From an optimization exercise on the open Yosys and OpenROAD flow, aimed at a short achievable clock period and few clock cycles; shortcuts taken in it are not production practice.
Function was checked by simulation only, so behaviour that the tests miss may differ from the original.
Power is estimated from default activity; no workload was simulated.

## trial 40
==> flow/design.v (excerpt) <==
module proc_core (
    input  logic     clock_i,
    input  logic     rst_n_i,
    output logic [32-1:0]    imem_addr_o,
    input  logic [32-1:0]    imem_data_i,
    output logic [32-1:0]    dmem_addr_o,
    output logic [32-1:0]    dmem_wdata_o,
    output logic     dmem_wren_o,
    input  logic [32-1:0]    dmem_rdata_i,
    output logic     wb_en_o,
    output logic [4:0] wb_reg_o,
    output logic [32-1:0]    wb_data_o
);
For scale: ~9000 cells after synthesis, about 0.12 mm² of cells after synthesis.
export LEC_CHECK = 0
export ABC_CLOCK_PERIOD_IN_PS = 2500
export CAP_MARGIN = 20
export CORE_MARGIN = 2
export CORE_UTILIZATION = 50
export SETUP_SLACK_MARGIN = 5
export SLEW_MARGIN = 20
export TNS_END_PERCENT = 10
create_clock -name core_clock -period 8.0 [get_ports {clock_i}]
standard.sh (not shown) runs the stock make flow with config.mk's settings and CLKGATE_MAP_FILE= SYNTH_SCRIPT=/design/flow/synth_recipe.tcl, a recipe that flattens the netlist after the stock synthesis.
==> flow/flow/run.sh <==
#!/bin/bash
# The standard layout (standard.sh), run in two parts: the floorplan's
# pre-placement timing repair works on the worst 5% of endpoints only, the
# repairs after placement, clock tree and global routing on all of them.
# Cell sizing may change a cell's footprint, and ports get buf_8 buffers.
# Each part's make output goes to its own log here; ORFS keeps each tool's
# log under orfs/logs.
set -euo pipefail
bash standard.sh TNS_END_PERCENT=5 MATCH_CELL_FOOTPRINT=0 synth floorplan > run_floorplan.log 2>&1
bash standard.sh TNS_END_PERCENT=100 MATCH_CELL_FOOTPRINT=0 \
    "BUFFER_PORTS_ARGS=-buffer_cell sky130_fd_sc_hd__buf_8" finish > run_finish.log 2>&1
Having completed the whole flow, trial 40 delivered a layout that passed the timing, DRC and antenna checks.
Testbench counts of trial 40, summed over its fixed seeds: cycles 46,552.
Relative to trial 40, the following input files were edited for build 73:
--- a/flow/design.v
+++ b/flow/design.v
@@ -133,16 +133,17 @@
     assign f_lw   = (op_f == 5'b01000);
     assign f_rd   = imem_data_i[26:22];
     assign f_bidx = f_r ? imem_data_i[16:12] : f_rd;
     assign f_dest = f_jal ? 5'd31 : f_rd;
     logic [31:0] r_add, r_sub, r_and, r_or, r_sll, r_sra, x_res;
     logic        x_ne, x_lt, x_taken;
     logic        eq_tgt, eq_seq, eq_jr;
     logic        x_mis;
+    logic [31:0] x_npc, x_npc1;
     assign r_add = dx_a + dx_b;
     assign r_sub = dx_a - dx_b;
     assign r_and = dx_a & dx_b;
     assign r_or  = dx_a | dx_b;
     assign r_sll = dx_a << dx_shamt;
     assign r_sra = $signed(dx_a) >>> dx_shamt;
     assign x_res = ({32{dx_alu[0]}} & r_add) |
                    ({32{dx_alu[1]}} & r_sub) |
@@ -162,16 +163,28 @@
         else if (dx_jmp)
             x_mis = !eq_tgt;
         else if (dx_jr)
             x_mis = !eq_jr;
         else
             x_mis = !eq_seq;
         x_mis = x_mis && dx_v && !rd_v;
     end
+    always_comb begin
+        if ((dx_br && x_taken) || dx_jmp) begin
+            x_npc  = dx_tgt;
+            x_npc1 = dx_tgt1;
+        end else if (dx_jr) begin
+            x_npc  = dx_b;
+            x_npc1 = dx_b + 32'd1;   
+        end else begin
+            x_npc  = dx_pc1;
+            x_npc1 = dx_pc2;
+        end
+    end
     logic [31:0] m_data;
     assign m_data = xm_lw ? dmem_rdata_i : xm_res;
     logic [4:0]  op_d, rd_d, rs_d, bidx_d, dest_d;
     logic        d_r, d_j, d_bne, d_jal, d_jr, d_addi, d_blt, d_sw, d_lw;
     logic        d_br, d_jmp, d_use_imm, d_uses_rs, d_uses_b, d_wr;
     logic [31:0] imm_d, brtgt_d, brtgt1_d, tgt_d, tgt1_d;
     logic [31:0] rs_reg, b_reg, rs_val, b_val;
     logic        a_fx, a_fm, b_fx, b_fm;
@@ -202,50 +215,35 @@
     assign tgt_d    = d_jmp ? {5'd0, fd_ir[26:0]} : brtgt_d;
     assign tgt1_d   = d_jmp ? {4'd0, {1'b0, fd_ir[26:0]} + 28'd1} : brtgt1_d;
     assign rs_reg = rv[rs_d]   ? regs[rs_d]   : 32'd0;
     assign b_reg  = rv[bidx_d] ? regs[bidx_d] : 32'd0;
     assign a_fx = dx_v && dx_wr && (dx_rd == rs_d);
     assign a_fm = xm_v && xm_wr && (xm_rd == rs_d);
     assign b_fx = dx_v && dx_wr && (dx_rd == bidx_d);
     assign b_fm = xm_v && xm_wr && (xm_rd == bidx_d);
-    logic [31:0] r_oth;
-    assign r_oth = ({32{dx_alu[2]}} & r_and) |
-                   ({32{dx_alu[3]}} & r_or)  |
-                   ({32{dx_alu[4]}} & r_sll) |
-                   ({32{dx_alu[5]}} & r_sra);
-    function automatic logic [31:0] fwd_x(input logic sel, input logic [31:0] early,
-                                          input logic [31:0] ra, input logic [31:0] rs,
-                                          input logic [31:0] ro, input logic [5:0] alu);
-        fwd_x = ({32{sel && alu[0]}} & ra) |
-                ({32{sel && alu[1]}} & rs) |
-                ({32{sel}} & ro) |
-                ({32{!sel}} & early);
-    endfunction
     assign rs_val = a_fx ? x_res : (a_fm ? m_data : rs_reg);
-    assign b_val  = fwd_x(b_fx, b_fm ? m_data : b_reg, r_add, r_sub, r_oth, dx_alu);
+    assign b_val  = b_fx ? x_res : (b_fm ? m_data : b_reg);
     logic        a_fx_op, b_fx_op;
     logic [31:0] a_early, b_early, a_op, b_op;
     assign a_fx_op = a_fx && !d_jal;
     assign b_fx_op = b_fx && !d_jal && !d_use_imm;
     assign a_early = d_jal ? 32'd0 : (a_fm ? m_data : rs_reg);
     assign b_early = d_jal ? fd_pc1 : (d_use_imm ? imm_d : (b_fm ? m_data : b_reg));
-    assign a_op    = fwd_x(a_fx_op, a_early, r_add, r_sub, r_oth, dx_alu);
-    assign b_op    = fwd_x(b_fx_op, b_early, r_add, r_sub, r_oth, dx_alu);
+    assign a_op    = a_fx_op ? x_res : a_early;
+    assign b_op    = b_fx_op ? x_res : b_early;
     assign stall = fd_v && dx_v && dx_lw && dx_wr &&
                    ((d_uses_rs && (rs_d == dx_rd)) || (d_uses_b && (bidx_d == dx_rd)));
     assign d_redir = fd_v && !fd_ptaken && !stall &&
                      ((d_br && fd_ir[17-1]) ||
                       (d_bne && (fd_ir[16:0] != 17'd0)));
     logic [31:0] pc_base, pc1_base, pc_n, pc1_n;
     logic        f_free;
     assign rd_pc  = rd_sel_t ? rd_tgt  : (rd_sel_r ? rd_jr  : rd_seq);
     assign rd_pc1 = rd_sel_t ? rd_tgt1 : (rd_sel_r ? rd_jr1 : rd_seq1);
-    assign up_tgt  = rd_pc[15:0];
-    assign up_tgt1 = rd_pc1[15:0];
     assign f_free = !rd_v && !d_redir && !stall;
     always_comb begin
         if (rd_v) begin
             pc_base  = rd_pc;
             pc1_base = rd_pc1;
         end else if (d_redir) begin
             pc_base  = brtgt_d;
             pc1_base = brtgt1_d;
@@ -420,16 +418,18 @@
             up_v <= 1'b0;
         end else begin
             up_v <= dx_v && !rd_v && (dx_br || dx_jr);
         end
     end
     always_ff @(posedge clock_i) begin
         up_taken <= x_taken || dx_jr;
         up_pc    <= dx_pc[15:0];
+        up_tgt   <= x_npc[15:0];
+        up_tgt1  <= x_npc1[15:0];
     end
     function automatic logic [2:0] btb_next(input logic v, input logic [1:0] ctr,
                                              input logic hit, input logic taken,
                                              input logic wrap);
         logic       v_n;
         logic [1:0] c_n;
         v_n = v;
         c_n = ctr;
Notes after the runs:
Re proportion of layout cells with a drive suffix above 1: trial 40 and build 73 aren't equal, and the higher value belongs to build 73.
Final critical-path share of the clock period was lower in the run labelled build 73.
Trial 40 has a lower slew of the pin with the lowest slew margin than build 73.
Net switching fraction of the power of trial 40 is on par with build 73.
Build 73 gives more well tap count than trial 40 did.
The higher wire length came out of build 73.
Testbench counts of build 73, summed over its fixed seeds: cycles 46,552.

-- afterwards: timing with drivers on the ports --
How much do the figures lean on ideal ports? The routed layouts below were timed once more, with nothing changed but the port constraints. Step 1, drivers: a clkbuf_16 drives clock_i and a buf_2 each remaining input, both assumed. Step 2, shift: input delay + t, output delay - t, t = (earliest + latest rising clock arrival at the registers) / 2. This alone moves slack from input paths to output paths. Slacks: no drivers / after step 1 / after step 2; pairs: no drivers / after step 1.
| run | t, ns | setup slack, ns | hold slack, ns | worst setup path at the end | cell pins on the clock port's net |
|---|---|---|---|---|---|
| trial 40 | 1.014 | 4.490 / 4.490 / 3.738 | 0.289 / 0.289 / 0.289 | input to register | 1 |
| build 73 | 1.030 | 4.609 / 4.609 / 3.785 | 0.296 / 0.296 / 0.296 | input to register | 1 |
After both steps setup and hold are still met in every run listed. For build 73, which loses most, drivers alone change the setup slack by 0.000 ns; drivers and shift together by -0.824 ns.
